Source: an optimization exercise on an open RTL-to-GDS flow (aim: small area, a short achievable clock period and few clock cycles). Production flows keep margins and buffers that such runs may drop. Only simulation tests tie the RTL to the original design; equivalence was not proved. No driver is modelled on the clock port, so clocking that relies on it looks cheaper here than on a real chip. Power and IR drop assume default switching activity.

==> job 9329: inputs <==
==> flow/design.v <==
package gptlv_pkg;
   localparam int unsigned NumFields = 10;
   localparam logic [6:0] IdProduct  = 7'd1;
   localparam logic [6:0] IdVersion  = 7'd2;
   localparam logic [6:0] IdMinorRev = 7'd3;
   localparam logic [6:0] IdMajorRev = 7'd4;
   localparam logic [6:0] IdFreq     = 7'd6;
   localparam logic [6:0] IdMemory   = 7'd12;
   localparam logic [6:0] IdShader   = 7'd25;
   localparam logic [6:0] IdTiler    = 7'd26;
   localparam logic [6:0] IdL2       = 7'd27;
   localparam logic [6:0] IdEngines  = 7'd82;
   localparam logic [1:0] STATUS_OK         = 2'd0;
   localparam logic [1:0] STATUS_TRUNCATED  = 2'd1;
   localparam logic [1:0] STATUS_NO_PRODUCT = 2'd2;
endpackage
module gpu_property_tlv_parser (
   input  logic         clock,
   input  logic         reset,
   input  logic         req_tvalid,
   output logic         req_tready,
   input  logic [7:0]   req_tdata,
   input  logic         req_tlast,
   output logic         rsp_tvalid,
   input  logic         rsp_tready,
   output logic [399:0] rsp_tdata,
   output logic [1:0]   rsp_tuser
);
   logic        val_ff;       
   logic [2:0]  pos_ff;       
   logic [1:0]  len_ff;       
   logic [6:0]  idlo_ff;      
   logic        hiz_ff;       
   logic [7:0][7:0] acc_ff;   
   logic [9:0]  lsel_ff;      
   logic        seen_ff;      
   logic        fin_ff;       
   logic        trunc_ff;     
   logic        busy_ff;      
   logic        clr_ff;       
   logic        p2_ff;        
   logic        p2st_ff;      
   logic        rvalid_ff;
   logic [1:0]  status_ff;
   logic        rdy_ff;
   logic [399:0] store_ff;
   logic        accept, tl_acc, hand, pres;
   logic [2:0]  last_pos;
   logic        val_done;
   logic        val_d;
   logic        busy_d, p2_d;
   logic [9:0]  match;
   logic [9:0]  csel;         
   logic        trunc_now;
   assign accept = req_tvalid && rdy_ff;
   assign tl_acc = accept && req_tlast;
   assign hand   = rvalid_ff && rsp_tready;
   assign pres   = p2_ff && (clr_ff || !busy_ff);
   always_comb begin
      case (len_ff)
         2'd0:    last_pos = 3'd0;
         2'd1:    last_pos = 3'd1;
         2'd2:    last_pos = 3'd3;
         default: last_pos = 3'd7;
      endcase
   end
   assign val_done  = val_ff && (pos_ff == last_pos);
   assign trunc_now = val_ff ? !val_done : (pos_ff[1:0] == 2'd3);
   always_comb begin
      match = '0;
      if (hiz_ff) begin
         case (idlo_ff)
            gptlv_pkg::IdProduct:  match[0] = 1'b1;
            gptlv_pkg::IdVersion:  match[1] = 1'b1;
            gptlv_pkg::IdMinorRev: match[2] = 1'b1;
            gptlv_pkg::IdMajorRev: match[3] = 1'b1;
            gptlv_pkg::IdFreq:     match[4] = 1'b1;
            gptlv_pkg::IdMemory:   match[5] = 1'b1;
            gptlv_pkg::IdShader:   match[6] = 1'b1;
            gptlv_pkg::IdTiler:    match[7] = 1'b1;
            gptlv_pkg::IdL2:       match[8] = 1'b1;
            gptlv_pkg::IdEngines:  match[9] = 1'b1;
            default: ;
         endcase
      end
   end
   assign csel = clr_ff ? 10'd0 : lsel_ff;
   always_comb begin
      val_d = val_ff;
      if (reset) val_d = 1'b0;
      else if (accept) begin
         if (req_tlast) val_d = 1'b0;
         else if (val_ff) val_d = !val_done;
         else val_d = (pos_ff[1:0] == 2'd3);
      end
   end
   always_comb begin
      busy_d = busy_ff;
      p2_d   = p2_ff;
      if (reset) begin
         busy_d = 1'b0;
         p2_d   = 1'b0;
      end else begin
         if (tl_acc && !busy_ff) busy_d = 1'b1;
         else if (pres) busy_d = 1'b1;
         else if (clr_ff) busy_d = 1'b0;
         if (tl_acc && busy_ff) p2_d = 1'b1;
         else if (pres) p2_d = 1'b0;
      end
   end
   always_ff @(posedge clock) begin
      if (reset) begin
         val_ff <= 1'b0;
         pos_ff <= '0;
      end else if (accept) begin
         val_ff <= val_d;
         if (req_tlast) begin
            pos_ff <= '0;
         end else if (val_ff) begin
            pos_ff <= val_done ? 3'd0 : pos_ff + 3'd1;
         end else begin
            pos_ff <= (pos_ff[1:0] == 2'd3) ? 3'd0 : pos_ff + 3'd1;
         end
      end
   end
   always_ff @(posedge clock) begin
      if (accept && !val_ff) begin
         case (pos_ff[1:0])
            2'd0: begin
               len_ff       <= req_tdata[1:0];
               idlo_ff[5:0] <= req_tdata[7:2];
            end
            2'd1: begin
               idlo_ff[6] <= req_tdata[0];
               hiz_ff     <= (req_tdata[7:1] == 7'd0);
            end
            default: hiz_ff <= hiz_ff && (req_tdata == 8'd0);
         endcase
      end
   end
   logic [7:0] acc_din;
   assign acc_din = (val_ff && !reset) ? req_tdata : 8'd0;
   for (genvar i = 0; i < 8; i++) begin : g_lane
      always_ff @(posedge clock) begin
         if (reset || !val_ff || (accept && pos_ff == 3'(i))) acc_ff[i] <= acc_din;
      end
   end
   always_ff @(posedge clock) begin
      if (reset) begin
         lsel_ff <= '1;
         fin_ff  <= 1'b0;
         seen_ff <= 1'b0;
      end else begin
         lsel_ff <= (accept && val_done) ? match : 10'd0;
         if (hand) lsel_ff <= '1;
         fin_ff  <= tl_acc && !busy_ff;
         if (fin_ff) seen_ff <= 1'b0;
         else if (csel[0]) seen_ff <= 1'b1;
      end
      trunc_ff <= trunc_now;
   end
   always_ff @(posedge clock) begin
      if (reset) begin
         rvalid_ff <= 1'b0;
         clr_ff    <= 1'b1;
         rdy_ff    <= 1'b1;
      end else begin
         if (fin_ff || pres) rvalid_ff <= 1'b1;
         else if (hand) rvalid_ff <= 1'b0;
         clr_ff <= hand;
         rdy_ff <= !p2_d && !(busy_d && val_d);
      end
      busy_ff <= busy_d;
      p2_ff   <= p2_d;
      if (tl_acc && busy_ff) p2st_ff <= trunc_now;
      if (fin_ff) begin
         if (trunc_ff) status_ff <= gptlv_pkg::STATUS_TRUNCATED;
         else if (seen_ff || csel[0]) status_ff <= gptlv_pkg::STATUS_OK;
         else status_ff <= gptlv_pkg::STATUS_NO_PRODUCT;
      end else if (pres) begin
         status_ff <= p2st_ff ? gptlv_pkg::STATUS_TRUNCATED : gptlv_pkg::STATUS_NO_PRODUCT;
      end
   end
   logic [63:0] src;
   logic [9:0]  load;
   assign src  = acc_ff;
   assign load = lsel_ff;
   always_ff @(posedge clock) begin
      if (load[0]) store_ff[31:0]    <= src[31:0];
      if (load[1]) store_ff[47:32]   <= src[15:0];
      if (load[2]) store_ff[63:48]   <= src[15:0];
      if (load[3]) store_ff[79:64]   <= src[15:0];
      if (load[4]) store_ff[111:80]  <= src[31:0];
      if (load[5]) store_ff[175:112] <= src;
      if (load[6]) store_ff[239:176] <= src;
      if (load[7]) store_ff[303:240] <= src;
      if (load[8]) store_ff[367:304] <= src;
      if (load[9]) store_ff[399:368] <= src[31:0];
   end
   assign req_tready = rdy_ff;
   assign rsp_tvalid = rvalid_ff;
   assign rsp_tuser  = status_ff;
   assign rsp_tdata  = store_ff;
endmodule
==> flow/flow/run.sh <==
#!/bin/bash
# Standard ORFS layout, with one change after clock tree synthesis
# (post_cts.tcl): the tree's root buffer, which only relays the clock port to
# the first branching buffers, is removed so that the port drives those
# buffers directly. This takes one buffer stage off every register's clock
# path alike; the clock tree below it is untouched.
set -euo pipefail
bash standard.sh "POST_CTS_TCL=$PWD/flow/post_cts.tcl" "BUFFER_PORTS_ARGS=-buffer_cell sky130_fd_sc_hd__buf_1" finish > standard_flow.log 2>&1
==> flow/flow/post_cts.tcl <==
set block [ord::get_db_block]
set port_net [[$block findBTerm clock] getNet]
set sinks [$port_net getITerms]
if {[llength $sinks] == 1} {
  set root [[lindex $sinks 0] getInst]
  set out_net [[$root findITerm X] getNet]
  set loads {}
  foreach it [$out_net getITerms] {
    if {[$it getInst] != $root} { lappend loads $it }
  }
  if {[llength $loads] <= 4 && [string match "sky130_fd_sc_hd__clkbuf_*" [[$root getMaster] getName]]} {
    puts "post_cts: bypassing root buffer [$root getName] ([llength $loads] loads)"
    [$root findITerm A] disconnect
    [$root findITerm X] disconnect
    foreach it $loads {
      $it disconnect
      $it connect $port_net
    }
    odb::dbInst_destroy $root
    odb::dbNet_destroy $out_net
    estimate_parasitics -placement
    repair_timing_helper
    detailed_placement
    check_placement -verbose
    estimate_parasitics -placement
    report_clock_latency
  }
}
==> flow/standard.sh <==
#!/bin/bash
# synth_recipe.tcl (not shown) runs the flow's synth.tcl, then flattens the netlist and writes it again
# the make line also repeats each setting of config.mk as NAME=value (left out here)
make -C /OpenROAD-flow-scripts/flow DESIGN_CONFIG=/design/flow/config.mk WORK_HOME=/design/flow/orfs CLKGATE_MAP_FILE= SYNTH_SCRIPT=/design/flow/synth_recipe.tcl "${@:-finish}"
==> flow/config.mk <==
export PLATFORM = sky130hd
export DESIGN_NAME = gpu_property_tlv_parser
export DESIGN_NICKNAME = gpu_property_tlv_parser
export VERILOG_FILES = /design/flow/design.v
export SDC_FILE = /design/flow/constraint.sdc
export NUM_CORES = 4
export LEC_CHECK = 0
export CAP_MARGIN = 20
export CORE_MARGIN = 2
export CORE_UTILIZATION = 40
export CTS_CLUSTER_DIAMETER = 60
export CTS_CLUSTER_SIZE = 25
export PLACE_DENSITY = 0.45
export SETUP_SLACK_MARGIN = 3.06
export SLEW_MARGIN = 20
==> flow/constraint.sdc <==
create_clock -name core_clock -period 5.0 [get_ports {clock}]
set_input_delay 1.0000 -clock core_clock [delete_from_list [all_inputs] [get_ports {clock}]]
set_output_delay 1.0000 -clock core_clock [all_outputs]
set_load 0.01 [all_outputs]
==> inputs of job 1582, as changes to job 9329 <==
--- a/flow/design.v
+++ b/flow/design.v
@@ -140,7 +140,5 @@
    end
-   logic [7:0] acc_din;
-   assign acc_din = (val_ff && !reset) ? req_tdata : 8'd0;
    for (genvar i = 0; i < 8; i++) begin : g_lane
       always_ff @(posedge clock) begin
-         if (reset || !val_ff || (accept && pos_ff == 3'(i))) acc_ff[i] <= acc_din;
+         if (accept && val_ff && pos_ff == 3'(i)) acc_ff[i] <= req_tdata;
       end
@@ -185,3 +183,8 @@
    logic [9:0]  load;
-   assign src  = acc_ff;
+   for (genvar b = 0; b < 8; b++) begin : g_src
+      logic keep;
+      assign keep = !clr_ff && (len_ff == 2'd3 || (len_ff == 2'd2 && b < 4) ||
+                                (len_ff == 2'd1 && b < 2) || b == 0);
+      assign src[8*b +: 8] = keep ? acc_ff[b] : 8'd0;
+   end
    assign load = lsel_ff;
--- a/flow/flow/run.sh
+++ b/flow/flow/run.sh
@@ -7,2 +7,2 @@
 set -euo pipefail
-bash standard.sh "POST_CTS_TCL=$PWD/flow/post_cts.tcl" "BUFFER_PORTS_ARGS=-buffer_cell sky130_fd_sc_hd__buf_1" finish > standard_flow.log 2>&1
+bash standard.sh "POST_CTS_TCL=$PWD/flow/post_cts.tcl" finish > standard_flow.log 2>&1
--- a/flow/flow/post_cts.tcl
+++ b/flow/flow/post_cts.tcl
@@ -10,3 +10,3 @@
   }
-  if {[llength $loads] <= 4 && [string match "sky130_fd_sc_hd__clkbuf_*" [[$root getMaster] getName]]} {
+  if {[llength $loads] <= 4 && [[$root getMaster] getName] eq "sky130_fd_sc_hd__clkbuf_16"} {
     puts "post_cts: bypassing root buffer [$root getName] ([llength $loads] loads)"
CORE_UTILIZATION = 30   (was 40)
PLACE_DENSITY = 0.35   (was 0.45)
SETUP_SLACK_MARGIN = 3.15   (was 3.06)
==> inputs of job 5027, as changes to job 9329 <==
--- a/flow/design.v
+++ b/flow/design.v
@@ -140,7 +140,5 @@
    end
-   logic [7:0] acc_din;
-   assign acc_din = (val_ff && !reset) ? req_tdata : 8'd0;
    for (genvar i = 0; i < 8; i++) begin : g_lane
       always_ff @(posedge clock) begin
-         if (reset || !val_ff || (accept && pos_ff == 3'(i))) acc_ff[i] <= acc_din;
+         if (accept && val_ff && pos_ff == 3'(i)) acc_ff[i] <= req_tdata;
       end
@@ -185,3 +183,8 @@
    logic [9:0]  load;
-   assign src  = acc_ff;
+   for (genvar b = 0; b < 8; b++) begin : g_src
+      logic keep;
+      assign keep = !clr_ff && (len_ff == 2'd3 || (len_ff == 2'd2 && b < 4) ||
+                                (len_ff == 2'd1 && b < 2) || b == 0);
+      assign src[8*b +: 8] = keep ? acc_ff[b] : 8'd0;
+   end
    assign load = lsel_ff;
==> flow/run.sh (new file) <==
#!/bin/bash
# synth_recipe.tcl (not shown) runs the flow's synth.tcl, then flattens the netlist and writes it again
# the make line also repeats each setting of config.mk as NAME=value (left out here)
make -C /OpenROAD-flow-scripts/flow DESIGN_CONFIG=/design/flow/config.mk WORK_HOME=/design/flow/orfs CLKGATE_MAP_FILE= SYNTH_SCRIPT=/design/flow/synth_recipe.tcl finish
PLACE_DENSITY = unset   (was 0.45)
SETUP_SLACK_MARGIN = 3.3   (was 3.06)
removed: flow/flow/run.sh
removed: flow/flow/post_cts.tcl
removed: flow/standard.sh
==> comparison <==
Sequential share of layout area: job 9329 > job 5027 > job 1582. In register-to-register slack, job 5027 and job 1582 hardly differ. Power, highest first: job 1582, job 5027, job 9329. The lowest core utilization belongs to job 1582, the highest to job 5027. Cell area: job 5027 is larger than job 9329 (5.9%). In flip-flop and latch count, job 1582 and job 5027 do not differ.
Testbench counts of job 9329, summed over its fixed seeds: cycles 28,137.
Testbench counts of job 1582, summed over its fixed seeds: cycles 28,137.
Testbench counts of job 5027, summed over its fixed seeds: cycles 28,137.

what the ideal ports hide:
No port has a modelled driver above. Below, the same layouts with a new extraction and two added sets of constraints. Step 1: set_driving_cell puts a clkbuf_16 on clock and a buf_2 on each other input, an assumption about the parent block. Step 2, shift: input delay + t, output delay - t, t = (earliest + latest rising clock arrival at the registers) / 2. This alone moves slack from input paths to output paths. Slacks: no drivers / after step 1 / after step 2; pairs: no drivers / after step 1.
| run | t (ns) | setup slack, ns | worst setup path at the end | latest minus earliest clock arrival (ns) | worst register clock-pin slew, ns |
|---|---|---|---|---|---|
| job 9329 | 0.456 | 3.085 / 2.990 / 2.761 | input to register | 0.027 / 0.027 | 0.10 / 0.10 |
| job 1582 | 0.496 | 3.035 / 2.922 / 2.786 | input to register | 0.018 / 0.018 | 0.08 / 0.08 |
| job 5027 | 0.594 | 2.782 / 2.732 / 2.713 | input to register | 0.030 / 0.030 | 0.09 / 0.09 |
After both steps setup and hold are still met in every run listed. The setup slack of job 9329, which loses most, moves by -0.095 ns with the drivers and by -0.324 ns with both steps.
